This design comes from an exercise in tuning for small area, a short achievable clock period and few clock cycles on the open sky130 flow, not from production work.
Function was checked by simulation only, so behaviour that the tests miss may differ from the original.
Power is estimated from default activity; no workload was simulated.

`constraint.sdc`:
```
create_clock -name core_clock -period 6.0 [get_ports {c_clk}]
set_input_delay 1.2000 -clock core_clock [delete_from_list [all_inputs] [get_ports {c_clk}]]
set_output_delay 1.2000 -clock core_clock [all_outputs]
set_load 0.01 [all_outputs]
```
`design.v`:
```
package rv_core_pkg;
    typedef logic [64-1:0] xlen_t;
    typedef logic [32-1:0] instr_t;
    typedef logic [5-1:0] reg_idx_t;
    typedef logic [6:0] opcode_t;
endpackage
`timescale 1ns/10ps
module ins_accept (
    input  logic                  c_clk,
    input  logic                  c_rst_n,
    input  logic                  ins_req_i,
    input  rv_core_pkg::instr_t   ins_i,
    output logic                  ins_ack_o,
    output logic                  s1_o,       
    output logic                  s2_o,       
    output rv_core_pkg::instr_t   ins_o,
    output rv_core_pkg::reg_idx_t idx_o,      
    output logic [63:2]           pc_o        
);
    logic ack;
    logic accept;
    assign accept    = ins_req_i && !ack;
    assign ins_ack_o = ack;
    always_ff @(posedge c_clk or negedge c_rst_n) begin
        if (!c_rst_n) begin
            ack  <= 1'b0;
            s1_o <= 1'b0;
            s2_o <= 1'b0;
            pc_o <= '0;
        end else begin
            ack  <= ins_req_i;
            s1_o <= accept;
            s2_o <= s1_o;
            if (s1_o) pc_o <= pc_o + 62'd1;
        end
    end
    always_ff @(posedge c_clk) begin
        if (accept) ins_o <= ins_i;
        idx_o <= accept ? ins_i[19:15] : ins_o[24:20];
    end
endmodule
`timescale 1ns/10ps
module regfile (
    input  logic                  c_clk,
    input  logic                  c_rst_n,
    input  rv_core_pkg::reg_idx_t rs_i,
    output rv_core_pkg::xlen_t    rs_data_o,
    input  logic                  we_i,
    input  rv_core_pkg::reg_idx_t rd_i,
    input  rv_core_pkg::xlen_t    rd_data_i
);
    rv_core_pkg::xlen_t regs [1:32-1];
    logic [32-1:1] vld;
    logic [32-1:0] vall;
    rv_core_pkg::xlen_t raw;
    always_comb begin
        raw = '0;
        for (int i = 1; i < 32; i++) begin
            if (rs_i == i) raw = regs[i];
        end
    end
    assign vall      = {vld, 1'b0};
    assign rs_data_o = vall[rs_i] ? raw : '0;
    always_ff @(posedge c_clk or negedge c_rst_n) begin
        if (!c_rst_n) begin
            vld <= '0;
        end else if (we_i && (rd_i != '0)) begin
            vld[rd_i] <= 1'b1;
        end
    end
    always_ff @(posedge c_clk) begin
        for (int i = 1; i < 32; i++) begin
            if (we_i && (rd_i == i)) regs[i] <= rd_data_i;
        end
    end
endmodule
`timescale 1ns/10ps
module decode_stage (
    input  logic                  c_clk,
    input  logic                  c_rst_n,
    input  logic                  s1_i,
    input  logic                  s2_i,
    input  rv_core_pkg::instr_t   ins_i,
    input  logic [63:2]           pc_i,
    input  rv_core_pkg::xlen_t    rs_data_i,
    input  logic                  x2_wr_i,
    input  rv_core_pkg::reg_idx_t x2_rd_i,
    input  rv_core_pkg::xlen_t    x2_res_i,
    output rv_core_pkg::xlen_t    x_a_o,
    output rv_core_pkg::xlen_t    x_b_o,
    output logic                  x_wr_o,     
    output rv_core_pkg::reg_idx_t x_rd_o,
    output logic [2:0]            x_f3_o,
    output logic                  x_sub_o,    
    output logic                  x_b30_o,
    output logic                  x_w_o
);
    rv_core_pkg::opcode_t  opcode;
    rv_core_pkg::reg_idx_t rs1, rs2, rd;
    logic fwd_a, fwd_b;
    rv_core_pkg::xlen_t rs_val;
    logic is_rr, is_w, is_upper, is_lui, is_auipc, supported;
    logic [2:0] f3;
    assign opcode   = ins_i[6:0];
    assign rd       = ins_i[11:7];
    assign rs1      = ins_i[19:15];
    assign rs2      = ins_i[24:20];
    assign is_lui   = (opcode == 7'b0110111);
    assign is_auipc = (opcode == 7'b0010111);
    assign is_upper = is_lui || is_auipc;
    assign is_rr    = (opcode == 7'b0110011) || (opcode == 7'b0111011);
    assign is_w     = (opcode == 7'b0011011) || (opcode == 7'b0111011);
    assign supported = is_rr || is_upper
                     || (opcode == 7'b0010011) || (opcode == 7'b0011011);
    assign f3       = is_upper ? 3'b000 : ins_i[14:12];
    assign fwd_a    = x2_wr_i && (x2_rd_i == rs1);
    assign fwd_b    = x2_wr_i && (x2_rd_i == rs2);
    always_ff @(posedge c_clk) begin
        if (s1_i) begin
            x_a_o <= is_lui   ? '0
                   : is_auipc ? {pc_i, 2'b00}
                   : fwd_a    ? x2_res_i
                   : rs_data_i;
        end else if (s2_i && fwd_a && !is_upper) begin
            x_a_o <= x2_res_i;
        end
        x_b_o   <= (is_rr && fwd_b) ? x2_res_i
                 : is_rr    ? rs_data_i
                 : is_upper ? {{32{ins_i[31]}}, ins_i[31:12], 12'b0}
                 : {{52{ins_i[31]}}, ins_i[31:20]};
        x_rd_o  <= rd;
        x_f3_o  <= f3;
        x_sub_o <= (f3 == 3'b010) || (f3 == 3'b011) || ((f3 == 3'b000) && is_rr && ins_i[30]);
        x_b30_o <= ins_i[30];
        x_w_o   <= is_w;
    end
    always_ff @(posedge c_clk or negedge c_rst_n) begin
        if (!c_rst_n) begin
            x_wr_o <= 1'b0;
        end else begin
            x_wr_o <= s2_i && supported && (rd != '0);
        end
    end
endmodule
`timescale 1ns/10ps
module execute_stage (
    input  logic                  c_clk,
    input  logic                  c_rst_n,
    input  rv_core_pkg::xlen_t    x_a_i,
    input  rv_core_pkg::xlen_t    x_b_i,
    input  logic                  x_wr_i,
    input  rv_core_pkg::reg_idx_t x_rd_i,
    input  logic [2:0]            x_f3_i,
    input  logic                  x_sub_i,
    input  logic                  x_b30_i,
    input  logic                  x_w_i,
    output logic                  rf_we_o,
    output rv_core_pkg::reg_idx_t rf_rd_o,
    output rv_core_pkg::xlen_t    rf_data_o,
    output logic                  x2_wr_o,
    output rv_core_pkg::reg_idx_t x2_rd_o,
    output logic                  wb_valid_o,
    output rv_core_pkg::reg_idx_t wb_rd_o,
    output rv_core_pkg::xlen_t    wb_data_o
);
    function automatic rv_core_pkg::xlen_t rev64(input rv_core_pkg::xlen_t v);
        for (int i = 0; i < 64; i++) rev64[i] = v[63-i];
    endfunction
    rv_core_pkg::xlen_t a, b, bx, sum, src, t;
    logic [64:0] sum65;
    logic        ltu, lts, left, fill;
    logic [5:0]  sh;
    rv_core_pkg::xlen_t p;
    assign a     = x_a_i;
    assign b     = x_b_i;
    assign bx    = x_sub_i ? ~b : b;
    assign sum65 = {1'b0, a} + {1'b0, bx} + {64'b0, x_sub_i};
    assign sum   = sum65[63:0];
    assign ltu   = !sum65[64];
    assign lts   = ltu ^ a[63] ^ b[63];
    assign left  = (x_f3_i == 3'b001);
    assign sh    = x_w_i ? {1'b0, b[4:0]} : b[5:0];
    assign src   = left  ? rev64(a)
                 : x_w_i ? {{32{x_b30_i & a[31]}}, a[31:0]}
                 : a;
    assign fill  = !left && x_b30_i && src[63];
    always_comb begin
        t = src;
        if (sh[5]) t = {{32{fill}}, t[63:32]};
        if (sh[4]) t = {{16{fill}}, t[63:16]};
        if (sh[3]) t = {{8{fill}},  t[63:8]};
    end
    always_comb begin
        case (x_f3_i)
            3'b001, 3'b101: p = t;
            3'b100:         p = a ^ b;
            3'b110:         p = a | b;
            3'b111:         p = a & b;
            default:        p = sum;
        endcase
    end
    rv_core_pkg::xlen_t p2, u, r, res;
    logic       x2_shift, x2_left, x2_fill, x2_slt, x2_lt, x2_w;
    logic [2:0] x2_sh;
    always_ff @(posedge c_clk) begin
        p2       <= p;
        x2_rd_o  <= x_rd_i;
        x2_shift <= (x_f3_i == 3'b001) || (x_f3_i == 3'b101);
        x2_left  <= left;
        x2_fill  <= fill;
        x2_sh    <= sh[2:0];
        x2_slt   <= (x_f3_i == 3'b010) || (x_f3_i == 3'b011);
        x2_lt    <= x_f3_i[0] ? ltu : lts;
        x2_w     <= x_w_i;
    end
    always_ff @(posedge c_clk or negedge c_rst_n) begin
        if (!c_rst_n) begin
            x2_wr_o <= 1'b0;
        end else begin
            x2_wr_o <= x_wr_i;
        end
    end
    always_comb begin
        u = p2;
        if (x2_sh[2]) u = {{4{x2_fill}}, u[63:4]};
        if (x2_sh[1]) u = {{2{x2_fill}}, u[63:2]};
        if (x2_sh[0]) u = {x2_fill, u[63:1]};
    end
    assign r   = x2_shift ? (x2_left ? rev64(u) : u)
               : x2_slt   ? {63'b0, x2_lt}
               : p2;
    assign res = x2_w ? {{32{r[31]}}, r[31:0]} : r;
    assign rf_we_o   = x2_wr_o;
    assign rf_rd_o   = x2_rd_o;
    assign rf_data_o = res;
    always_ff @(posedge c_clk or negedge c_rst_n) begin
        if (!c_rst_n) begin
            wb_valid_o <= 1'b0;
        end else begin
            wb_valid_o <= x2_wr_o;
        end
    end
    always_ff @(posedge c_clk) begin
        wb_rd_o   <= x2_rd_o;
        wb_data_o <= res;
    end
endmodule
`timescale 1ns/10ps
module rv_core (
    input  logic                  c_clk,
    input  logic                  c_rst_n,
    input  logic                  ins_req_i,
    input  rv_core_pkg::instr_t   ins_i,
    output logic                  ins_ack_o,
    output logic                  wb_valid_o,
    output rv_core_pkg::reg_idx_t wb_rd_o,
    output rv_core_pkg::xlen_t    wb_data_o
);
    logic                  s1, s2;
    rv_core_pkg::instr_t   ins;
    rv_core_pkg::reg_idx_t idx;
    logic [63:2]           pc;
    rv_core_pkg::xlen_t    rs_data;
    rv_core_pkg::xlen_t    x_a, x_b;
    logic                  x_wr, x_sub, x_b30, x_w;
    rv_core_pkg::reg_idx_t x_rd;
    logic [2:0]            x_f3;
    logic                  rf_we;
    rv_core_pkg::reg_idx_t rf_rd;
    rv_core_pkg::xlen_t    rf_data;
    logic                  x2_wr;
    rv_core_pkg::reg_idx_t x2_rd;
    ins_accept u_ins_accept (
        .c_clk      (c_clk),
        .c_rst_n    (c_rst_n),
        .ins_req_i  (ins_req_i),
        .ins_i      (ins_i),
        .ins_ack_o  (ins_ack_o),
        .s1_o       (s1),
        .s2_o       (s2),
        .ins_o      (ins),
        .idx_o      (idx),
        .pc_o       (pc)
    );
    regfile u_regfile (
        .c_clk      (c_clk),
        .c_rst_n    (c_rst_n),
        .rs_i       (idx),
        .rs_data_o  (rs_data),
        .we_i       (rf_we),
        .rd_i       (rf_rd),
        .rd_data_i  (rf_data)
    );
    decode_stage u_decode (
        .c_clk      (c_clk),
        .c_rst_n    (c_rst_n),
        .s1_i       (s1),
        .s2_i       (s2),
        .ins_i      (ins),
        .pc_i       (pc),
        .rs_data_i  (rs_data),
        .x2_wr_i    (x2_wr),
        .x2_rd_i    (x2_rd),
        .x2_res_i   (rf_data),
        .x_a_o      (x_a),
        .x_b_o      (x_b),
        .x_wr_o     (x_wr),
        .x_rd_o     (x_rd),
        .x_f3_o     (x_f3),
        .x_sub_o    (x_sub),
        .x_b30_o    (x_b30),
        .x_w_o      (x_w)
    );
    execute_stage u_execute (
        .c_clk      (c_clk),
        .c_rst_n    (c_rst_n),
        .x_a_i      (x_a),
        .x_b_i      (x_b),
        .x_wr_i     (x_wr),
        .x_rd_i     (x_rd),
        .x_f3_i     (x_f3),
        .x_sub_i    (x_sub),
        .x_b30_i    (x_b30),
        .x_w_i      (x_w),
        .rf_we_o    (rf_we),
        .rf_rd_o    (rf_rd),
        .rf_data_o  (rf_data),
        .x2_wr_o    (x2_wr),
        .x2_rd_o    (x2_rd),
        .wb_valid_o (wb_valid_o),
        .wb_rd_o    (wb_rd_o),
        .wb_data_o  (wb_data_o)
    );
endmodule
```
`config.mk`:
```
export PLATFORM = sky130hd
export DESIGN_NAME = rv_core
export DESIGN_NICKNAME = rv_core
export VERILOG_FILES = /design/flow/design.v
export SDC_FILE = /design/flow/constraint.sdc
export NUM_CORES = 4
export LEC_CHECK = 0
export CAP_MARGIN = 20
export CELL_PAD_IN_SITES_DETAIL_PLACEMENT = 1
export CELL_PAD_IN_SITES_GLOBAL_PLACEMENT = 2
export CORE_MARGIN = 2
export CORE_UTILIZATION = 30
export SETUP_SLACK_MARGIN = 3.2
export SLEW_MARGIN = 20
```
`run.sh`:
```
#!/bin/bash
# synth_recipe.tcl (not shown) runs the flow's synth.tcl, then flattens the netlist and writes it again
# the make line also repeats each setting of config.mk as NAME=value (left out here)
make -C /OpenROAD-flow-scripts/flow DESIGN_CONFIG=/design/flow/config.mk WORK_HOME=/design/flow/orfs CLKGATE_MAP_FILE= SYNTH_SCRIPT=/design/flow/synth_recipe.tcl finish
```
==> results.ini, run 1 <==
[grt]
overflow = 0
grt_max_degree = 87
grt_usage_pct = 28.9
use_met1_pct = 37.3
use_met2_pct = 46.6
grt_pass1_wl_um = 689000
gr-usage-met3_pct = 4.14
grt_busiest_layer = met2
antenna_found_initial = 32
grt_pass1_vias = 77132

[synthesis]
synth_seq_cells = 2406
synthesis.nets = 7850
yosysSeqAreaShare_pct = 68.2
synthFlopType = edfxtp_1
synth_edf_count = 2080
yosysUniqueCellTypes = 85
postSynthCellCount = 7610
async_flop_share_pct = 4.11
yosysTopAreaCell = edfxtp_1
synth.area.top_cells = edfxtp_1 (61%), dfxtp_1 (4.5%), a22oi_1 (4.4%)
synth_top_area_share_pct = 61.3
syn_avg_cell_area_um2 = 13.4
synth_area_mm2 = 0.102
ys_warn_count = 5

[routing]
drt-pass1-iter-count = 6
route.detailed.drc = 0
ant_nets = 0
drt-vias-per-instance = 5.89
vias = 79834
wl_per_cell_um = 39.3
dr.first_iter.drc_count = 10617
wl_um = 532000

[timing]
setup_viol = 0
final-hold-violation-count = 0
max_freq_mhz = 267
finalCritPeriodShare_pct = 62.5
rsz0062_at_grt = true
holdWs_ns = 0.322
drv_slew = 0
fin_setup_tns_ns = 0
tightestPinTransition_ns = 1.31
relSlewSlack_pct = 12.7
min_period_ns = 3.75
finalClockSkew_ns = 0.0786
setup_ws_ns = 2.25

[power_and_ir_drop]
p_total_uw = 43200
p_switching_uw = 12200
intPower_uw = 31000
ir_drop_uv = 215
p_per_area_mw_per_mm2 = 312
combPwrFrac_pct = 16.1
swShare_pct = 28.3
power_frac_clock_pct = 39.0
p_leak_uw = 0.0486
sequentialPowerShare_pct = 44.9

[placed_design]
post-place-ws_ns = 0.778
portBuffers = 105
globalplace.congestion = 0.926
dpl.hpwl_um = 306000

[floorplan]
rows = 214
die_w_um = 587
design.core.area_mm2 = 0.339
die-area_mm2 = 0.344
die_h_um = 587
num_io_pins = 106
initial_core_util_pct = 30.1

[setup_path]
crit_type = flop to flop
required_ns = 6.81
start_kind = flop
critPathTopFamily = compound AO/OA/AOI/OAI gates
worst-path-buf-inv = 2
cp_max_fo = 7
cp.arrival_ns = 4.56
critical-path-slowest-cell = a211o_4
end_kind = flop
cp_slowest_stage_delay_ns = 0.41
cp_common_cell = buf_12
cp_cell_sequence = buf_12, buf_12, xor2_2, ha_1, a21o_1, a211o_1, o21a_4, a211o_4, nand3_4, a21oi_2, or2_4, o31a_1, or4_1, nand3_1

[finish]
syn2layout_area_growth_pct = 35.9
num-nets-final = 9007
fin_util_pct = 40.9
final_layout_size_suffix_gt1_share_pct = 31.3
nFillCells = 34376

[clock_tree]
htreeDepth = 5
clk-insertion-delay-late_ns = 0.93
cts_buffer_depth = 4
cts_buffers = 273
root_buffer = clkbuf_16
cts.clk_slew.worst_paths_ns = 0.07
cts_tree = done
cts_sinks = 2406

[outcome]
status = finished clean

[job]
drv_cap = 0

[min_path]
hp-class = flop to flop

cell families (layout without fill, tap and decap cells):
logic type,count (synthesis),in the layout,synth area share [%]
AOI/OAI and AO/OA,2254,2260,15.0
muxes,184,184,2.45
other,0,27,0
adders and majority gates,205,205,2.52
xor gates and xnor gates,189,189,1.62
buffers and inverters,712,2081,2.79
and+or+nand+nor,1660,1663,7.40
DFF,2406,2406,68.2
per-layer routing:
layer	up-vias	part of all wire, %
li1	31993	-
met4	8	7.3
met2	4498	46
met1	42177	38
met5	-	0.011
met3	1158	8.5
Yosys cell counts (all sizes together) (11+ instances only):
| cell | number |
|---|---|
| o22ai | 44 |
| o221ai | 41 |
| o22a | 11 |
| o211ai | 59 |
| a222oi | 78 |
| inv | 223 |
| ha | 204 |
| a21oi | 481 |
| nor2b | 35 |
| nand3 | 165 |
| nor3b | 18 |
| a31oi | 33 |
| a21o | 49 |
| o21ai | 410 |
| xor2 | 115 |
| nand2 | 601 |
| and3 | 64 |
| a22oi | 594 |
| dfxtp | 227 |
| nor4 | 23 |
| a32oi | 18 |
| and2 | 18 |
| mux2 | 35 |
| nor3 | 49 |
| or3 | 14 |
| nand3b | 13 |
| a211oi | 57 |
| nand2b | 47 |
| edfxtp | 2080 |
| nor2 | 476 |
| a221o | 23 |
| o21bai | 50 |
| clkbuf | 295 |
| a2111oi | 22 |
| o21a | 28 |
| a22o | 102 |
| mux4 | 49 |
| dfrtp | 99 |
| a221oi | 77 |
| xnor2 | 74 |
| nand4 | 100 |
| buf | 192 |
| mux2i | 100 |
cell usage in the layout, fill, tap and decap left out, types with 104 or more instances in the layout:
cell	count
dfxtp_1	201
nand3_1	138
inv_1	187
buf_6	248
clkbuf_16	310
a21oi_1	323
buf_4	605
o21ai_0	201
a21oi_2	107
nand2_1	539
edfxtp_1	2080
xor2_1	104
buf_12	252
a22oi_1	518
nor2_1	336
ha_1	179
sequential cells by signal (all words and copies together) (netlist names), 3 cells and up:
| register | flops |
|---|---|
| u_regfile.regs | 1984 |
| u_decode.x_a_o | 64 |
| u_decode.x_b_o | 64 |
| u_execute.p2 | 64 |
| u_execute.wb_data_o | 64 |
| u_ins_accept.pc_o | 62 |
| u_ins_accept.ins_o | 32 |
| u_regfile.vld | 31 |
| u_decode.x_rd_o | 5 |
| u_execute.wb_rd_o | 5 |
| u_execute.x2_rd_o | 5 |
| u_ins_accept.idx_o | 5 |
| u_decode.x_f3_o | 3 |
| u_execute.x2_sh | 3 |
stage by stage:
step / cell area, um^2 / std cells
floorplan: 103000 / 7610
global placement: 111000 / 12132
detailed placement: 111000 / 12135
CTS: 132000 / 13190
global route: 138000 / 13530
finish: 139000 / 13551
layout make-up:
cell class                 count  area [um^2]  share of cell area (%)
antenna                       27         67.6                  0.0488
clock buffer                 369         7540                    5.44
clock inverter               127         1220                   0.880
inverter                     225          965                   0.696
multi-input combinational   4501        36900                    26.6
sequential                  2406        69600                    50.2
tap                         4536         5680                    4.10
timing repair buffer        1357        16600                    12.0
timing repair inverter         3         32.5                  0.0235
timing repair:
action | in CTS | in global routing
pin swaps | 448 | 441
hold buffers | 0 | 0
gates resized for setup | 1462 | 735
endpoints found under the setup margin | 3145 | 1660
setup buffers | 510 | 296
cloned | 49 | 37
worst paths after layout:
kind / from / endpoint / slack, ns / cells after the start
min: u_decode.x_rd_o[2] / u_execute.x2_rd_o[2] / 0.32 / 0
min in group asynchronous: c_rst_n / u_ins_accept.ack / 0.35 / 1
min reg2reg: u_decode.x_rd_o[2] / u_execute.x2_rd_o[2] / 0.32 / 0
max: u_decode.x_sub_o / u_execute.p2[63] / 2.25 / 14
max in group asynchronous: c_rst_n / u_ins_accept.pc_o[59] / 4.25 / 2
max reg2reg: u_decode.x_sub_o / u_execute.p2[63] / 2.25 / 14
power by group through the flow:
stage / registers, uW / clock network, uW / logic (uW)
finish: 19400 / 16900 / 6940
global route: 19400 / 17600 / 7160
CTS: 19400 / 17000 / 5920
detailed placement: 19800 / 0 / 4760
global placement: 19800 / 0 / 4660
floorplan: 19500 / 0 / 2340
Testbench counts, summed over its fixed seeds: cycles 48,024.
==> run 2: changes to the inputs <==
--- a/design.v
+++ b/design.v
@@ -54,12 +54,12 @@
     logic [32-1:0] vall;
     rv_core_pkg::xlen_t raw;
+    logic [32-1:1] sel;
     always_comb begin
+        for (int i = 1; i < 32; i++) sel[i] = vld[i] && (rs_i == i);
         raw = '0;
-        for (int i = 1; i < 32; i++) begin
-            if (rs_i == i) raw = regs[i];
-        end
+        for (int i = 1; i < 32; i++) raw = raw | ({64{sel[i]}} & regs[i]);
     end
     assign vall      = {vld, 1'b0};
-    assign rs_data_o = vall[rs_i] ? raw : '0;
+    assign rs_data_o = raw;
     always_ff @(posedge c_clk or negedge c_rst_n) begin
         if (!c_rst_n) begin
@@ -175,5 +175,22 @@
     assign b     = x_b_i;
     assign bx    = x_sub_i ? ~b : b;
-    assign sum65 = {1'b0, a} + {1'b0, bx} + {64'b0, x_sub_i};
+    rv_core_pkg::xlen_t pg, gg;
+    assign pg    = a ^ bx;
+    assign gg    = a & bx;
+    rv_core_pkg::xlen_t cg, cp;
+    always_comb begin
+        cg    = gg;
+        cp    = pg;
+        cg[0] = gg[0] | (pg[0] & x_sub_i);
+        for (int l = 0; l < 6; l++) begin
+            for (int i = 0; i < 64; i++) begin
+                if (((i >> l) & 1) == 1) begin
+                    cg[i] = cg[i] | (cp[i] & cg[((i >> l) << l) - 1]);
+                    cp[i] = cp[i] & cp[((i >> l) << l) - 1];
+                end
+            end
+        end
+    end
+    assign sum65 = {cg[63], pg ^ {cg[62:0], x_sub_i}};
     assign sum   = sum65[63:0];
     assign ltu   = !sum65[64];
@@ -194,7 +211,7 @@
         case (x_f3_i)
             3'b001, 3'b101: p = t;
-            3'b100:         p = a ^ b;
-            3'b110:         p = a | b;
-            3'b111:         p = a & b;
+            3'b100:         p = pg;
+            3'b110:         p = pg | gg;
+            3'b111:         p = gg;
             default:        p = sum;
         endcase
--- a/config.mk
+++ b/config.mk
@@ -7,8 +7,10 @@
 export LEC_CHECK = 0
 export CAP_MARGIN = 20
-export CELL_PAD_IN_SITES_DETAIL_PLACEMENT = 1
-export CELL_PAD_IN_SITES_GLOBAL_PLACEMENT = 2
+export CELL_PAD_IN_SITES_DETAIL_PLACEMENT = 0
+export CELL_PAD_IN_SITES_GLOBAL_PLACEMENT = 1
 export CORE_MARGIN = 2
-export CORE_UTILIZATION = 30
+export CORE_UTILIZATION = 55
+export CTS_CLUSTER_DIAMETER = 60
+export CTS_CLUSTER_SIZE = 30
 export SETUP_SLACK_MARGIN = 3.2
 export SLEW_MARGIN = 20
==> run 2 against run 1 <==
Combinational power is 37% lower; global-route usage increased by 20 points; register-to-register slack improved by 0.27 ns; synthesized area shrank 2.8%; flip-flop and latch count stayed put; fmax increased by 7.6%; clock skew grew 0.0038 ns; die area is 47% lower; largest cell class unchanged; largest power group unchanged.
==> results.ini, run 2 <==
[floorplan]
rows = 155
initial_core_util_pct = 55.4
num_io_pins = 106
design.core.area_mm2 = 0.179
die_w_um = 428
die_h_um = 428
die-area_mm2 = 0.183

[power_and_ir_drop]
ir_drop_uv = 394
p_per_area_mw_per_mm2 = 290
p_leak_uw = 0.0440
p_total_uw = 36200

[finish]
num-nets-final = 7996
fin_util_pct = 69.9
largest_reg_flops = 1984
final_layout_size_suffix_gt1_share_pct = 29.2
syn2layout_area_growth_pct = 26.0
final_common_cell = edfxtp_1
top_register = u_regfile.regs
final_cell_mix = edfxtp_1 (2,080), a22oi_1 (570), buf_4 (507), nand2_1 (357), nor2_1 (293)
final_cells = 10331

[clock_tree]
cts_tree = done
clk-insertion-delay-late_ns = 0.89
htreeDepth = 4
cts_buffers = 155
root_buffer = clkbuf_16
cts_sinks = 2406
hold_buffers = 0
cts_buffer_depth = 3
cts.clk_slew.worst_paths_ns = 0.09

[synthesis]
synth_area_mm2 = 0.0990
async_flop_share_pct = 4.11
postSynthCellCount = 6944
synthesis.nets = 7126
syn_avg_cell_area_um2 = 14.3
synth.area.top_cells = edfxtp_1 (63%), a22oi_1 (4.8%), dfxtp_1 (4.6%)
synth_seq_cells = 2406
yosysTopAreaCell = edfxtp_1
yosysSeqAreaShare_pct = 70.2
synth_top_area_share_pct = 63.1
ys_warn_count = 5
synth_edf_count = 2080
synth_commonest_cells = edfxtp_1 (2,080), a22oi_1 (627), nand2_1 (412)
synthFlopType = edfxtp_1
yosysMostFrequentCell = edfxtp_1
yosysUniqueCellTypes = 86

[placed_design]
dpl.hpwl_um = 254000
place_inst = 9203
portBuffers = 105
globalplace.congestion = 0.996

[timing]
relSlewSlack_pct = 20.9
holdWs_ns = 0.327
max_freq_mhz = 287
setup_viol = 0
fin_setup_tns_ns = 0
rsz0062_at_grt = true
min_period_ns = 3.48
drv_slew = 0
final-hold-violation-count = 0
finalClockSkew_ns = 0.0824
tightestPinTransition_ns = 1.19
finalCritPeriodShare_pct = 58.1

[routing]
dr.first_iter.drc_count = 14532
vias = 76748
drt-pass1-iter-count = 9
wl_per_cell_um = 45.2
ant_nets = 0
wl_um = 467000
drt-vias-per-instance = 7.43
route.detailed.drc = 0

[grt]
overflow = 0
grt_pass1_wl_um = 608000
grt_usage_pct = 49.3
grt_pass1_vias = 69334
grt_max_degree = 88
antenna_found_initial = 33

[setup_path]
crit_type = flop to flop
cp.arrival_ns = 4.15
cp_max_fo = 4
start_kind = flop
end_kind = flop
required_ns = 6.67

[outcome]
status = finished clean

[min_path]
hp-class = flop to flop

[job]
drv_cap = 0

run 2: cell count changes in the layout (fill, tap and decap cells not counted), sizes merged, moves of 49 or more:
cell and delta:
a21oi -191, a221oi +107, a22o +151, buf -232, clkbuf -215, clkinvlp +58
ha -63, nand2 -189, nand3 +120, nand4 -49, nor2 -127, o21ai -51
or4 +66
run 2: power breakdown:
part | internal, uW | switching, uW | leakage [uW]
Combinational | 1530 | 2850 | 0.0191
Clock | 5750 | 6570 | 0.00277
Sequential | 18900 | 517 | 0.0222
run 2: worst max-delay path, stage by stage (launching register included):
cell and delay (ns):
edfxtp_1 0.92, inv_1 0.11, ha_1 0.43, nand2_1 0.14
nor3_4 0.28, and4_4 0.30, a21boi_2 0.08, a31oi_4 0.20
o211ai_4 0.15, o21a_4 0.25, o21ai_2 0.17, xnor2_1 0.14
o211ai_1 0.10
run 2: layout make-up:
class	instances	area, um^2
sequential	2406	69600
clock inverter	123	1700
tap	2355	2950
multi-input combinational	3901	31900
timing repair buffer	1116	13400
inverter	194	842
clock buffer	167	4040
antenna	29	72.6
fill	11942	53800
timing repair inverter	40	300
run 2: cells by family (layout without fill, tap and decap cells):
family	count (synthesis)	after routing	synth area share, %
XOR/XNOR	182	182	1.61
flip-flops	2406	2406	70.2
AND/OR/NAND/NOR	1343	1364	6.37
multiplexers	182	182	2.53
buffers and inverters	661	1640	2.78
AO/OA/AOI/OAI	2023	2026	14.7
other	0	29	0
adder cells (fa/ha/maj)	147	147	1.90
run 2: per-stage QoR:
stage	area (um^2)	worst slack [ns]
4_1_cts	121000	2.56
3_3_place_gp	104000	1.57
5_1_grt	125000	2.42
6_report	125000	2.52
3_5_place_dp	105000	1.56
2_1_floorplan	99900	2.71
run 2: layer usage:
metal | vias up | part of all wire, % | track usage [%]
met5 | - | 0.042 | 0.0520
met4 | 32 | 9.9 | 37.9
met3 | 1846 | 17 | 20.1
met2 | 7390 | 42 | 69.9
met1 | 38277 | 32 | 60.1
li1 | 29203 | - | -
run 2: repair_timing:
action | in CTS | in global routing
pin swaps | 413 | 319
gates cloned | 87 | 21
setup buffers | 525 | 176
resized for setup | 1155 | 463
setup endpoints to repair | 3055 | 1480
run 2: path summary, 6_finish.rpt:
check | from | end | slack (ns) | cells past startpoint
setup / recovery | u_decode.x_a_o[40] | u_execute.p2[62] | 2.52 | 12
hold / removal | u_decode.x_rd_o[4] | u_execute.x2_rd_o[4] | 0.33 | 0
setup reg to reg | u_decode.x_a_o[40] | u_execute.p2[62] | 2.52 | 12
hold reg to reg | u_decode.x_rd_o[4] | u_execute.x2_rd_o[4] | 0.33 | 0
max in group asynchronous | c_rst_n | u_ins_accept.pc_o[38] | 4.60 | 2
min in group asynchronous | c_rst_n | u_regfile.vld[27] | 0.35 | 1
Testbench counts of run 2, summed over its fixed seeds: cycles 48,024.
==> run 3: changes to the inputs <==
--- a/design.v
+++ b/design.v
@@ -15,5 +15,5 @@
     output logic                  s2_o,       
     output rv_core_pkg::instr_t   ins_o,
-    output rv_core_pkg::reg_idx_t idx_o,      
+    output rv_core_pkg::reg_idx_t idx_next_o,  
     output logic [63:2]           pc_o        
 );
@@ -22,4 +22,5 @@
     assign accept    = ins_req_i && !ack;
     assign ins_ack_o = ack;
+    assign idx_next_o = accept ? ins_i[19:15] : ins_o[24:20];
     always_ff @(posedge c_clk or negedge c_rst_n) begin
         if (!c_rst_n) begin
@@ -37,5 +38,4 @@
     always_ff @(posedge c_clk) begin
         if (accept) ins_o <= ins_i;
-        idx_o <= accept ? ins_i[19:15] : ins_o[24:20];
     end
 endmodule
@@ -44,5 +44,5 @@
     input  logic                  c_clk,
     input  logic                  c_rst_n,
-    input  rv_core_pkg::reg_idx_t rs_i,
+    input  rv_core_pkg::reg_idx_t rs_next_i,   
     output rv_core_pkg::xlen_t    rs_data_o,
     input  logic                  we_i,
@@ -52,19 +52,23 @@
     rv_core_pkg::xlen_t regs [1:32-1];
     logic [32-1:1] vld;
-    logic [32-1:0] vall;
     rv_core_pkg::xlen_t raw;
     logic [32-1:1] sel;
+    always_ff @(posedge c_clk) begin
+        for (int i = 1; i < 32; i++) begin
+            sel[i] <= (rs_next_i == i) && (vld[i] || (we_i && (rd_i == i)));
+        end
+    end
     always_comb begin
-        for (int i = 1; i < 32; i++) sel[i] = vld[i] && (rs_i == i);
         raw = '0;
         for (int i = 1; i < 32; i++) raw = raw | ({64{sel[i]}} & regs[i]);
     end
-    assign vall      = {vld, 1'b0};
     assign rs_data_o = raw;
     always_ff @(posedge c_clk or negedge c_rst_n) begin
         if (!c_rst_n) begin
             vld <= '0;
-        end else if (we_i && (rd_i != '0)) begin
-            vld[rd_i] <= 1'b1;
+        end else begin
+            for (int i = 1; i < 32; i++) begin
+                if (we_i && (rd_i == i)) vld[i] <= 1'b1;
+            end
         end
     end
@@ -88,5 +92,5 @@
     input  rv_core_pkg::xlen_t    x2_res_i,
     output rv_core_pkg::xlen_t    x_a_o,
-    output rv_core_pkg::xlen_t    x_b_o,
+    output rv_core_pkg::xlen_t    x_b_o,      
     output logic                  x_wr_o,     
     output rv_core_pkg::reg_idx_t x_rd_o,
@@ -102,4 +106,6 @@
     logic is_rr, is_w, is_upper, is_lui, is_auipc, supported;
     logic [2:0] f3;
+    logic sub;
+    rv_core_pkg::xlen_t b_val;
     assign opcode   = ins_i[6:0];
     assign rd       = ins_i[11:7];
@@ -114,4 +120,9 @@
                      || (opcode == 7'b0010011) || (opcode == 7'b0011011);
     assign f3       = is_upper ? 3'b000 : ins_i[14:12];
+    assign sub      = (f3 == 3'b010) || (f3 == 3'b011) || ((f3 == 3'b000) && is_rr && ins_i[30]);
+    assign b_val    = (is_rr && fwd_b) ? x2_res_i
+                    : is_rr    ? rs_data_i
+                    : is_upper ? {{32{ins_i[31]}}, ins_i[31:12], 12'b0}
+                    : {{52{ins_i[31]}}, ins_i[31:20]};
     assign fwd_a    = x2_wr_i && (x2_rd_i == rs1);
     assign fwd_b    = x2_wr_i && (x2_rd_i == rs2);
@@ -125,11 +136,8 @@
             x_a_o <= x2_res_i;
         end
-        x_b_o   <= (is_rr && fwd_b) ? x2_res_i
-                 : is_rr    ? rs_data_i
-                 : is_upper ? {{32{ins_i[31]}}, ins_i[31:12], 12'b0}
-                 : {{52{ins_i[31]}}, ins_i[31:20]};
+        x_b_o   <= b_val ^ {64{sub}};
         x_rd_o  <= rd;
         x_f3_o  <= f3;
-        x_sub_o <= (f3 == 3'b010) || (f3 == 3'b011) || ((f3 == 3'b000) && is_rr && ins_i[30]);
+        x_sub_o <= sub;
         x_b30_o <= ins_i[30];
         x_w_o   <= is_w;
@@ -173,6 +181,6 @@
     rv_core_pkg::xlen_t p;
     assign a     = x_a_i;
-    assign b     = x_b_i;
-    assign bx    = x_sub_i ? ~b : b;
+    assign bx    = x_b_i;
+    assign b     = bx;       
     rv_core_pkg::xlen_t pg, gg;
     assign pg    = a ^ bx;
@@ -195,5 +203,5 @@
     assign sum   = sum65[63:0];
     assign ltu   = !sum65[64];
-    assign lts   = ltu ^ a[63] ^ b[63];
+    assign lts   = ltu ^ a[63] ^ bx[63] ^ x_sub_i;
     assign left  = (x_f3_i == 3'b001);
     assign sh    = x_w_i ? {1'b0, b[4:0]} : b[5:0];
@@ -297,5 +305,5 @@
         .s2_o       (s2),
         .ins_o      (ins),
-        .idx_o      (idx),
+        .idx_next_o (idx),
         .pc_o       (pc)
     );
@@ -303,5 +311,5 @@
         .c_clk      (c_clk),
         .c_rst_n    (c_rst_n),
-        .rs_i       (idx),
+        .rs_next_i  (idx),
         .rs_data_o  (rs_data),
         .we_i       (rf_we),
--- a/config.mk
+++ b/config.mk
@@ -15,2 +15,3 @@
 export SETUP_SLACK_MARGIN = 3.2
 export SLEW_MARGIN = 20
+export TNS_END_PERCENT = 15
==> run 3 against run 2 <==
First-iteration DRC count down 2.3%; clock-buffer cell count up 8; combinational power down 4.6%.
==> results.ini, run 3 <==
[timing]
final-hold-violation-count = 0
finalCritPeriodShare_pct = 58.3
drv_slew = 0
tightestPinTransition_ns = 1.14
rsz0062_at_grt = true
holdWs_ns = 0.285
relSlewSlack_pct = 23.8
min_period_ns = 3.50
setup_viol = 0
finalClockSkew_ns = 0.0747
fin_setup_tns_ns = 0
max_freq_mhz = 286

[synthesis]
synth_top_area_share_pct = 63.4
syn_avg_cell_area_um2 = 14.3
yosysSeqAreaShare_pct = 71.1
yosysTopAreaCell = edfxtp_1
yosysMostFrequentCell = edfxtp_1
synth_seq_cells = 2432
synthesis.nets = 7039
synth.area.top_cells = edfxtp_1 (63%), a22oi_1 (5.2%), dfxtp_1 (5.1%)
ys_warn_count = 5
yosysUniqueCellTypes = 80
synth_area_mm2 = 0.0985
synthFlopType = edfxtp_1
async_flop_share_pct = 4.07
synth_commonest_cells = edfxtp_1 (2,080), a22oi_1 (688), a21oi_1 (377)
postSynthCellCount = 6868
synth_edf_count = 2080

[clock_tree]
hold_buffers = 0
cts_tree = done
cts.clk_slew.worst_paths_ns = 0.10
clk-insertion-delay-late_ns = 0.88
root_buffer = clkbuf_16
htreeDepth = 4
cts_buffer_depth = 3
cts_sinks = 2432
cts_buffers = 155

[setup_path]
cp.arrival_ns = 4.18
r2r_end = u_execute.p2[58]
crit_type = flop to flop
endpoint = u_execute.p2[58]
ff2ff_setup_slack_ns = 2.50
cp_slowest_stage_delay_ns = 0.42
cp_cell_sequence = buf_6, buf_6, ha_4, a21o_1, a21o_1, a21o_1, a221o_1, a211o_1, and2_4, or3_4, a21oi_4, o21ba_4, mux2i_1, nand3_1
start_kind = flop
critical-path-slowest-cell = or3_4
cp_common_cell = a21o_1
required_ns = 6.68
timing.rr.start = u_decode.x_a_o[36]
cp_max_fo = 4
r2r_cells = 14
critPathLaunch = u_decode.x_a_o[36]
end_kind = flop

[routing]
wl_per_cell_um = 44.4
dr.first_iter.drc_count = 14195
drt-pass1-iter-count = 9
drt-vias-per-instance = 7.45
wl_um = 432000
ant_nets = 0
vias = 72462
route.detailed.drc = 0

[grt]
grt_pass1_wl_um = 555000
grt_usage_pct = 45.1
antenna_found_initial = 36
grt_max_degree = 98
overflow = 0
grt_pass1_vias = 64206

[power_and_ir_drop]
p_switching_uw = 9640
power_frac_clock_pct = 32.8
combPwrFrac_pct = 11.7
ir_drop_uv = 292
swShare_pct = 27.0
p_leak_uw = 0.0396
sequentialPowerShare_pct = 55.4
intPower_uw = 26000
p_per_area_mw_per_mm2 = 311

[floorplan]
initial_core_util_pct = 55.3
rows = 155
die_w_um = 427
num_io_pins = 106
design.core.area_mm2 = 0.178
die_h_um = 427
die-area_mm2 = 0.182

[placed_design]
portBuffers = 105
dpl.hpwl_um = 228000
placed_area_mm2 = 0.104
globalplace.congestion = 0.973

[finish]
nFillCells = 13074
num-nets-final = 7405
final_cell_area_mm2 = 0.115
final_layout_size_suffix_gt1_share_pct = 17.9
multi_input_area_mm2 = 0.0281
top_register = u_regfile.regs
ff_latch_area_mm2 = 0.0702
syn2layout_area_growth_pct = 16.4
final_cell_mix = edfxtp_1 (2,080), a22oi_1 (688), buf_4 (338), nand2_1 (321), a21oi_1 (318)
final_common_cell = edfxtp_1
largest_reg_flops = 1984

[min_path]
hp-class = input port to asynchronous set/reset pin

[job]
drv_cap = 0

[outcome]
status = finished clean

run 3: cell count changes in the layout (fill, tap and decap cells not counted), sizes merged, moves of 42 or more:
| cell | previous run | this run |
|---|---|---|
| dlygate4sd2 | 68 | 0 |
| clkdlybuf4s50 | 33 | 95 |
| a21oi | 292 | 390 |
| clkinvlp | 74 | 11 |
| xor2 | 118 | 52 |
| a221oi | 184 | 142 |
| nand2 | 413 | 324 |
| and3 | 64 | 19 |
| buf | 989 | 534 |
| o21ai | 362 | 314 |
| xnor2 | 64 | 133 |
| a22oi | 627 | 688 |
run 3: layout make-up:
| class | instances | area share (%) |
|---|---|---|
| antenna | 10 | 0.0218 |
| timing repair inverter | 1 | 0.00437 |
| clock inverter | 113 | 1.09 |
| clock buffer | 175 | 3.55 |
| timing repair buffer | 649 | 6.44 |
| sequential | 2432 | 61.3 |
| inverter | 169 | 0.568 |
| multi-input combinational | 3826 | 24.5 |
| tap | 2355 | 2.57 |
run 3: worst min path at each step:
stage | from | to | slack [ns] | cells after the start
3_3_place_gp | u_decode.x_rd_o[2] | u_execute.x2_rd_o[2] | 0.31 | 0
6_report | c_rst_n | u_ins_accept.ack | 0.29 | 1
3_5_place_dp | u_decode.x_rd_o[4] | u_execute.x2_rd_o[4] | 0.32 | 0
5_1_grt | c_rst_n | u_ins_accept.ack | 0.30 | 1
2_1_floorplan | u_decode.x_rd_o[0] | u_execute.x2_rd_o[0] | 0.31 | 0
4_1_cts | c_rst_n | u_ins_accept.ack | 0.27 | 1
run 3: kinds of logic (layout without fill, tap and decap cells):
group           Yosys count  in the layout  share of synthesized area [%]
flops                  2432           2432                           71.1
compound gates         2089           2102                           15.0
simple gates           1247           1271                           6.09
buf+inv                 647           1107                           2.56
xor+xnor                185            185                           1.65
fa+ha+maj               136            136                           1.78
mux                     132            132                           1.88
other cells               0             10                              0
run 3: layer usage:
metal	routed length, um	vias up	GRT usage, %
li1	-	27930	-
met1	150000	36457	61.6
met2	183000	6723	64.7
met3	70400	1314	14.8
met4	28900	38	22.9
met5	262	-	0
run 3: stage by stage:
step	total power [uW]	setup WS, ns	util (%)	cells
finish	35700	2.50	64.3	9730
detailed placement	23500	1.41	58.1	9059
floorplan	21800	2.82	-	6868
CTS	35300	2.40	62.7	9534
global route	36400	2.40	64.3	9721
global placement	23500	1.47	58.1	9058
run 3: timing repair:
action                                  4_1_cts  5_1_grt
setup buffers                               149      169
cloned                                       38       17
resized for setup                           198      253
endpoints found under the setup margin     3076     2149
pin swaps                                    85       77
run 3: critical path, delay by kind of cell, from the launching register on:
family | cells | cell delay, ns
fa+ha+maj | 1 | 0.17
buf+inv | 2 | 0.33
flops | 1 | 0.41
compound gates | 7 | 1.50
simple gates | 3 | 0.70
mux | 1 | 0.17
run 3: power groups by stage:
stage	Sequential [uW]	Clock, uW	Combinational [uW]
2_1_floorplan	19800	0	1980
3_3_place_gp	20200	0	3340
3_5_place_dp	20100	0	3390
4_1_cts	19700	11700	3890
5_1_grt	19800	12200	4380
6_report	19800	11700	4180
Testbench counts of run 3, summed over its fixed seeds: cycles 48,024.
==> run 4: changes to the inputs <==
--- a/config.mk
+++ b/config.mk
@@ -15,3 +15,2 @@
 export SETUP_SLACK_MARGIN = 3.2
 export SLEW_MARGIN = 20
-export TNS_END_PERCENT = 15
==> run 4 against run 3 <==
Synthesized area did not move; setup slack got worse by 0.10 ns; utilization rose by 1.4 points; synthesized cell count did not move; non-clock buffer count rose by 46; fmax fell by 2.9%; cell count rose by 0.72%; combinational power rose by 6.0%; via count rose by 2.9%; critical endpoint unchanged.
==> results.ini, run 4 <==
[outcome]
status = finished clean

[clock_tree]
clk-insertion-delay-late_ns = 0.89
cts_buffer_depth = 3
cts.clk_slew.worst_paths_ns = 0.09
root_buffer = clkbuf_16
cts_tree = done
htreeDepth = 4
cts_buffers = 153
cts_sinks = 2432

[timing]
min_period_ns = 3.60
rsz0062_at_grt = true
relSlewSlack_pct = 7.43
drv_slew = 0
setup_viol = 0
finalClockSkew_ns = 0.0603
setup_ws_ns = 2.40
max_freq_mhz = 278
tightestPinTransition_ns = 1.39
fin_setup_tns_ns = 0
final-hold-violation-count = 0
finalCritPeriodShare_pct = 60.0

[setup_path]
critical-path-slowest-cell = edfxtp_1
crit_type = flop to flop
critPathTopFamily = compound AO/OA/AOI/OAI gates
worst-path-buf-inv = 0
end_kind = flop
start_kind = flop
cp_max_fo = 4
cp.arrival_ns = 4.30
required_ns = 6.70
cp_cell_sequence = ha_1, a21o_1, a211oi_1, o21ai_0, o2111a_1, a211o_1, and2_4, or3_4, a21oi_4, o21ba_4, mux2i_1, nand3_1
cp_slowest_stage_delay_ns = 0.65
ff2ff_setup_slack_ns = 2.40

[finish]
final_common_cell = edfxtp_1
num-nets-final = 7450
final_layout_size_suffix_gt1_share_pct = 20.2
final_cell_mix = edfxtp_1 (2,080), a22oi_1 (681), nand2_1 (318), buf_4 (317), a21oi_1 (296)
top_register = u_regfile.regs
final_cells = 9800
syn2layout_area_growth_pct = 18.8
fin_util_pct = 65.7
nFillCells = 12713
final_cell_area_mm2 = 0.117
largest_reg_flops = 1984

[routing]
drt-vias-per-instance = 7.61
dr.first_iter.drc_count = 14965
ant_nets = 0
vias = 74543
wl_per_cell_um = 46.9
drt-pass1-iter-count = 7
route.detailed.drc = 0
wl_um = 460000

[synthesis]
synth_commonest_cells = edfxtp_1 (2,080), a22oi_1 (688), a21oi_1 (377)
postSynthCellCount = 6868
syn_avg_cell_area_um2 = 14.3
synth_area_mm2 = 0.0985
synth.area.top_cells = edfxtp_1 (63%), a22oi_1 (5.2%), dfxtp_1 (5.1%)
yosysTopAreaCell = edfxtp_1
yosysMostFrequentCell = edfxtp_1
synth_top_area_share_pct = 63.4
ys_warn_count = 5
yosysSeqAreaShare_pct = 71.1
synth_edf_count = 2080
async_flop_share_pct = 4.07
synthesis.nets = 7039
synth_seq_cells = 2432
yosysUniqueCellTypes = 80
synthFlopType = edfxtp_1

[placed_design]
dpl.hpwl_um = 230000
placed_area_mm2 = 0.104
globalplace.congestion = 1.05
post-place-ws_ns = 1.75
portBuffers = 105
place_inst = 9059

[power_and_ir_drop]
swShare_pct = 27.5
intPower_uw = 26400
p_switching_uw = 10000
p_per_area_mw_per_mm2 = 311
sequentialPowerShare_pct = 54.3
power_frac_clock_pct = 33.5
p_leak_uw = 0.0406
ir_drop_uv = 273
combPwrFrac_pct = 12.2

[grt]
grt_max_degree = 83
grt_pass1_wl_um = 596000
grt_usage_pct = 49.2
grt_pass1_vias = 66125
antenna_found_initial = 44
overflow = 0

[floorplan]
design.core.area_mm2 = 0.178
die_h_um = 427
die_w_um = 427
die-area_mm2 = 0.182
rows = 155
initial_core_util_pct = 55.3
num_io_pins = 106

[job]
drv_cap = 0

[min_path]
hp-class = flop to flop

run 4: cell counts after synthesis:
No cell type changed its count.
run 4: final timing paths:
kind / start / to / cells past startpoint
worst max-delay path: u_decode.x_a_o[40] / u_execute.p2[58] / 12
worst min-delay path: u_decode.x_rd_o[4] / u_execute.x2_rd_o[4] / 0
worst max register to register: u_decode.x_a_o[40] / u_execute.p2[58] / 12
worst min register to register: u_decode.x_rd_o[4] / u_execute.x2_rd_o[4] / 0
max in group asynchronous: c_rst_n / u_ins_accept.s1_o / 2
min in group asynchronous: c_rst_n / u_regfile.vld[23] / 1
run 4: repair_timing:
action                                  4_1_cts  5_1_grt
gates cloned                                 48       17
hold buffers                                  0        0
gates resized for setup                     419      279
endpoints found under the setup margin     2998      918
setup buffers                               221      134
pin swaps                                   120      153
run 4: final cells by class:
cell class	instances	area, um^2	share of cell area, %
Tap cell	2355	2950	2.52
Inverter	169	657	0.561
Clock buffer	166	3980	3.40
Timing Repair inverter	1	7.51	0.00641
Sequential cell	2432	70200	60.0
Antenna cell	33	82.6	0.0706
Multi-Input combinational cell	3827	29000	24.8
Timing Repair Buffer	695	8530	7.28
Clock inverter	122	1670	1.43
run 4: per-stage QoR:
step,hold slack [ns],total power (uW)
finish,0.329,36400
global route,0.336,37100
CTS,0.329,35800
detailed placement,0.315,23500
global placement,0.310,23500
floorplan,0.310,21900
run 4: cells by family after synthesis:
family                   Yosys count  synth area share, %
XOR/XNOR                         185                 1.65
flip-flops                      2432                 71.1
adder cells (fa/ha/maj)          136                 1.78
buffers and inverters            647                 2.56
multiplexers                     132                 1.88
AO/OA/AOI/OAI                   2089                 15.0
AND/OR/NAND/NOR                 1247                 6.09
run 4: power by group through the flow:
stage	clock network (uW)	registers, uW	logic (uW)
floorplan	0	19800	2070
global placement	0	20100	3410
detailed placement	0	20100	3450
CTS	12200	19700	3880
global route	12700	19700	4600
finish	12200	19800	4430
run 4: layer usage:
metal	part of all wire (%)	vias to the layer above	global-route usage, %
met5	0.034	-	0
met4	7.7	22	30.2
met3	17	1495	20.0
met2	41	7495	68.2
met1	34	37471	64.6
li1	-	28060	-
==> run 5: changes to the inputs <==
--- a/design.v
+++ b/design.v
@@ -175,33 +175,35 @@
         for (int i = 0; i < 64; i++) rev64[i] = v[63-i];
     endfunction
-    rv_core_pkg::xlen_t a, b, bx, sum, src, t;
-    logic [64:0] sum65;
-    logic        ltu, lts, left, fill;
+    rv_core_pkg::xlen_t a, b, bx, pg, gg, src, t, sres;
+    logic [32:0] sum_lo;
+    logic [31:0] hg, hp, ng, np, hi0, hi1;
+    logic        left, fill;
     logic [5:0]  sh;
     rv_core_pkg::xlen_t p;
-    assign a     = x_a_i;
-    assign bx    = x_b_i;
-    assign b     = bx;       
-    rv_core_pkg::xlen_t pg, gg;
-    assign pg    = a ^ bx;
-    assign gg    = a & bx;
-    rv_core_pkg::xlen_t cg, cp;
+    assign a      = x_a_i;
+    assign bx     = x_b_i;
+    assign b      = bx;       
+    assign pg     = a ^ bx;
+    assign gg     = a & bx;
+    assign sum_lo = {1'b0, a[31:0]} + {1'b0, bx[31:0]} + {32'b0, x_sub_i};
     always_comb begin
-        cg    = gg;
-        cp    = pg;
-        cg[0] = gg[0] | (pg[0] & x_sub_i);
-        for (int l = 0; l < 6; l++) begin
-            for (int i = 0; i < 64; i++) begin
-                if (((i >> l) & 1) == 1) begin
-                    cg[i] = cg[i] | (cp[i] & cg[((i >> l) << l) - 1]);
-                    cp[i] = cp[i] & cp[((i >> l) << l) - 1];
+        hg = gg[63:32];
+        hp = pg[63:32];
+        for (int l = 0; l < 5; l++) begin
+            for (int i = 0; i < 32; i++) begin
+                if (i >= (1 << l)) begin
+                    ng[i] = hg[i] | (hp[i] & hg[i - (1 << l)]);
+                    np[i] = hp[i] & hp[i - (1 << l)];
+                end else begin
+                    ng[i] = hg[i];
+                    np[i] = hp[i];
                 end
             end
+            hg = ng;
+            hp = np;
         end
     end
-    assign sum65 = {cg[63], pg ^ {cg[62:0], x_sub_i}};
-    assign sum   = sum65[63:0];
-    assign ltu   = !sum65[64];
-    assign lts   = ltu ^ a[63] ^ bx[63] ^ x_sub_i;
+    assign hi0 = pg[63:32] ^ {hg[30:0], 1'b0};
+    assign hi1 = pg[63:32] ^ {hg[30:0] | hp[30:0], 1'b1};
     assign left  = (x_f3_i == 3'b001);
     assign sh    = x_w_i ? {1'b0, b[4:0]} : b[5:0];
@@ -215,26 +217,33 @@
         if (sh[4]) t = {{16{fill}}, t[63:16]};
         if (sh[3]) t = {{8{fill}},  t[63:8]};
+        if (sh[2]) t = {{4{fill}},  t[63:4]};
+        if (sh[1]) t = {{2{fill}},  t[63:2]};
+        if (sh[0]) t = {fill,       t[63:1]};
     end
+    assign sres = left ? rev64(t) : t;
     always_comb begin
         case (x_f3_i)
-            3'b001, 3'b101: p = t;
+            3'b001, 3'b101: p = sres;
             3'b100:         p = pg;
             3'b110:         p = pg | gg;
             3'b111:         p = gg;
-            default:        p = sum;
+            default:        p = {hi0, sum_lo[31:0]};
         endcase
     end
-    rv_core_pkg::xlen_t p2, u, r, res;
-    logic       x2_shift, x2_left, x2_fill, x2_slt, x2_lt, x2_w;
-    logic [2:0] x2_sh;
+    rv_core_pkg::xlen_t p2, r, res;
+    logic [31:0] p2_hi1;
+    logic        x2_add, x2_slt, x2_uns, x2_c32, x2_co0, x2_co1, x2_sgn, x2_w;
+    logic        ltu, lt;
     always_ff @(posedge c_clk) begin
         p2       <= p;
+        p2_hi1   <= hi1;
         x2_rd_o  <= x_rd_i;
-        x2_shift <= (x_f3_i == 3'b001) || (x_f3_i == 3'b101);
-        x2_left  <= left;
-        x2_fill  <= fill;
-        x2_sh    <= sh[2:0];
+        x2_add   <= (x_f3_i == 3'b000);
         x2_slt   <= (x_f3_i == 3'b010) || (x_f3_i == 3'b011);
-        x2_lt    <= x_f3_i[0] ? ltu : lts;
+        x2_uns   <= x_f3_i[0];
+        x2_c32   <= sum_lo[32];
+        x2_co0   <= hg[31];
+        x2_co1   <= hg[31] | hp[31];
+        x2_sgn   <= a[63] ^ bx[63] ^ x_sub_i;
         x2_w     <= x_w_i;
     end
@@ -246,13 +255,8 @@
         end
     end
-    always_comb begin
-        u = p2;
-        if (x2_sh[2]) u = {{4{x2_fill}}, u[63:4]};
-        if (x2_sh[1]) u = {{2{x2_fill}}, u[63:2]};
-        if (x2_sh[0]) u = {x2_fill, u[63:1]};
-    end
-    assign r   = x2_shift ? (x2_left ? rev64(u) : u)
-               : x2_slt   ? {63'b0, x2_lt}
-               : p2;
+    assign ltu = !(x2_c32 ? x2_co1 : x2_co0);
+    assign lt  = x2_uns ? ltu : (ltu ^ x2_sgn);
+    assign r   = x2_slt ? {63'b0, lt}
+               : {(x2_add && x2_c32) ? p2_hi1 : p2[63:32], p2[31:0]};
     assign res = x2_w ? {{32{r[31]}}, r[31:0]} : r;
     assign rf_we_o   = x2_wr_o;
--- a/config.mk
+++ b/config.mk
@@ -15,2 +15,3 @@
 export SETUP_SLACK_MARGIN = 3.2
 export SLEW_MARGIN = 20
+export TNS_END_PERCENT = 15
==> run 5 against run 4 <==
Routed wire length fell by 7.3%; largest cell class unchanged; register-to-register slack gained 0.24 ns; largest power group unchanged; clock-buffer cell count is 2 lower; still clean on timing, DRC and antenna; worst hold slack worse by 0.096 ns; global-route usage fell by 4.2 points.
==> results.ini, run 5 <==
[routing]
wl_per_cell_um = 42.7
drt-vias-per-instance = 7.30
wl_um = 427000
dr.first_iter.drc_count = 12090
drt-pass1-iter-count = 7
vias = 72881
ant_nets = 0
route.detailed.drc = 0

[clock_tree]
root_buffer = clkbuf_16
cts_sinks = 2463
cts_buffer_depth = 3
cts_buffers = 156
clk-insertion-delay-late_ns = 0.89
htreeDepth = 4
cts.clk_slew.worst_paths_ns = 0.08
hold_buffers = 0
cts_tree = done

[synthesis]
synth_fa_ha_area_share_pct = 1.66
synth_area_mm2 = 0.101
async_flop_share_pct = 4.02
yosysTopAreaCell = edfxtp_1
yosys-mux-area-fraction_pct = 2.94
synthSimpleGateAreaFrac_pct = 6.07
synth_edf_count = 2080
synth_commonest_cells = edfxtp_1 (2,080), a22oi_1 (670), o21ai_0 (438)
ys_warn_count = 5
synthXorXnorAreaFrac_pct = 1.86
synth.area.top_cells = edfxtp_1 (62%), dfxtp_1 (5.6%), a22oi_1 (5.0%)
yosysMostFrequentCell = edfxtp_1
postSynthCellCount = 7120
synth_seq_cells = 2463
synthFlopType = edfxtp_1
yosysUniqueCellTypes = 85
yosysSeqAreaShare_pct = 70.1
syn_avg_cell_area_um2 = 14.2
synth_top_family_by_area = compound AO/OA/AOI/OAI gates
synth_compound_area_share_pct = 14.9
synthesis.nets = 7287
synth_top_area_share_pct = 62.0

[setup_path]
required_ns = 6.74
end_kind = flop
timing.rr.start = u_decode.x_f3_o[1]
cp_max_fo = 6
critPathLaunch = u_decode.x_f3_o[1]
cp_cell_sequence = or3b_4, buf_12, buf_12, buf_16, mux4_2, nor2_4, a21o_1, mux4_2, buf_6, mux2i_4, mux2i_2, nor2_1, a2bb2oi_1
cp.arrival_ns = 4.10
crit_type = flop to flop
worst-path-buf-inv = 4
cp_slowest_stage_delay_ns = 0.58
r2r_cells = 13
r2r_end = u_execute.p2[54]
ff2ff_setup_slack_ns = 2.64
critical-path-slowest-cell = mux4_2
start_kind = flop
critPathTopFamily = multiplexers

[timing]
fin_setup_tns_ns = 0
drv_slew = 0
max_freq_mhz = 298
finalCritPeriodShare_pct = 56.0
relSlewSlack_pct = 20.9
final-hold-violation-count = 0
min_period_ns = 3.36
setup_viol = 0
holdWs_ns = 0.233
tightestPinTransition_ns = 1.18
finalClockSkew_ns = 0.0881
rsz0062_at_grt = true

[finish]
largest_reg_flops = 1984
top_register = u_regfile.regs
final_common_cell = edfxtp_1
num-nets-final = 7615
nFillCells = 13235
ff_latch_area_mm2 = 0.0708
final_cell_mix = edfxtp_1 (2,080), a22oi_1 (656), buf_4 (376), o21ai_0 (362), nand2_1 (322)
final_layout_size_suffix_gt1_share_pct = 19.9
syn2layout_area_growth_pct = 17.0
final_cell_area_mm2 = 0.118
multi_input_area_mm2 = 0.0308

[grt]
grt_max_degree = 75
antenna_found_initial = 20
grt_pass1_wl_um = 570000
grt_pass1_vias = 67534
overflow = 0
grt_usage_pct = 45.0

[floorplan]
die_h_um = 432
design.core.area_mm2 = 0.182
num_io_pins = 106
die_w_um = 432
initial_core_util_pct = 55.2
rows = 157
die-area_mm2 = 0.187

[power_and_ir_drop]
swShare_pct = 27.7
p_switching_uw = 10300
p_leak_uw = 0.0408
sequentialPowerShare_pct = 53.4
combPwrFrac_pct = 13.6
intPower_uw = 26800
p_per_area_mw_per_mm2 = 314
power_frac_clock_pct = 33.0
ir_drop_uv = 263

[job]
drv_cap = 0

[placed_design]
placed_area_mm2 = 0.106
portBuffers = 105
globalplace.congestion = 1.01
dpl.hpwl_um = 236000

[outcome]
status = finished clean

[min_path]
hp-class = input port to asynchronous set/reset pin

[run 5: cell types whose count changed after synthesis, moves of 28 or more]
| cell | delta |
|---|---|
| xor2_1 | +55 |
| mux2i_1 | +103 |
| a21oi_1 | -45 |
| a31oi_1 | +28 |
| a22o_1 | -121 |
| nor2_1 | -104 |
| dfxtp_1 | +31 |
| o21ai_0 | +124 |
| nor2b_1 | +43 |
[run 5: kinds of logic after synthesis]
kind of cell               count (synthesis)
AOI/OAI and AO/OA                       2170
xor gates and xnor gates                 214
adders and majority gates                132
buffers and inverters                    662
DFF                                     2463
muxes                                    246
and+or+nand+nor                         1233
[run 5: cell type report]
type                            count  share of cell area, %
Clock buffer                      164                   3.39
Antenna cell                       13                 0.0276
Tap cell                         2385                   2.53
Multi-Input combinational cell   4007                   26.1
Sequential cell                  2463                   60.0
Inverter                          165                  0.538
Timing Repair inverter              1                0.00424
Clock inverter                    128                   1.42
Timing Repair Buffer              654                   5.99
[run 5: what timing repair did]
action                      CTS  global route
setup buffers               243            59
resized for setup           518           146
pin swaps                   132           112
gates cloned                 23             0
setup endpoints to repair  1021           879
[run 5: routing by layer]
layer	share of wire (%)	vias up	global-route usage, %
li1	-	28755	-
met1	34	37000	56.8
met2	45	5812	69.3
met3	13	1300	11.2
met4	8.2	14	29.8
met5	0.024	-	0
[run 5: worst max-delay path by stage]
stage	slack, ns	cells after the start	endpoint
final	2.64	13	u_execute.p2[54]
after global routing	2.61	11	u_execute.p2[45]
after CTS	2.74	11	u_execute.p2[45]
after detailed placement	1.32	9	u_execute.p2[24]
after global placement	1.30	9	u_execute.p2[24]
after floorplan	2.83	6	u_regfile.sel[25]
[run 5: power groups by stage]
stage | combinational, uW | sequential (uW) | clock [uW]
6_report | 5030 | 19800 | 12200
5_1_grt | 5200 | 19800 | 12800
4_1_cts | 4650 | 19800 | 12200
3_5_place_dp | 3980 | 20200 | 0
3_3_place_gp | 3950 | 20200 | 0
2_1_floorplan | 2180 | 20100 | 0
[run 5: metrics by stage]
stage	util [%]	worst slack, ns	total power [uW]	instances
CTS	64.0	2.74	36600	9907
global placement	58.0	1.30	24200	9347
global route	64.6	2.61	37800	9968
detailed placement	58.0	1.32	24200	9349
finish	64.6	2.64	37000	9980
floorplan	-	2.83	22300	7120
[run 5: worst reg2reg max path, stage by stage, from the launching register on]
cell,delay [ns]
dfxtp_4,0.41
or3b_4,0.47
buf_12,0.17
buf_12,0.13
buf_16,0.14
mux4_2,0.30
nor2_4,0.05
a21o_1,0.24
mux4_2,0.58
buf_6,0.16
mux2i_4,0.17
mux2i_2,0.12
nor2_1,0.15
a2bb2oi_1,0.17
Testbench counts of run 5, summed over its fixed seeds: cycles 48,024.

[static timing again, ports no longer ideal]
How much do the figures lean on ideal ports? The routed layouts below were timed once more, with nothing changed but the port constraints. Step 1, drivers: a clkbuf_16 drives c_clk and a buf_2 each remaining input, both assumed. Step 2 adds t to the input delays and takes it off the output delays; t is the mean of the earliest and latest rising clock arrival at the registers after step 1. Input paths then give back, and output paths get back, about the clock's delay inside the block. Slacks: ideal ports / drivers / drivers and shift; pairs: ideal ports / drivers.
| run | t, ns | setup slack, ns | slew at the worst register clock pin (ns) |
|---|---|---|---|
| run 1 | 1.000 | 2.250 / 2.250 / 2.250 | 0.08 / 0.08 |
| run 2 | 0.942 | 2.517 / 2.517 / 2.517 | 0.11 / 0.11 |
| run 3 | 0.931 | 2.504 / 2.504 / 2.445 | 0.11 / 0.11 |
| run 4 | 0.944 | 2.399 / 2.399 / 2.399 | 0.11 / 0.11 |
| run 5 | 0.929 | 2.641 / 2.641 / 2.153 | 0.11 / 0.11 |
After both steps every run listed still meets setup and hold. For run 5, which loses most, drivers alone change the setup slack by 0.000 ns; drivers and shift together by -0.488 ns.
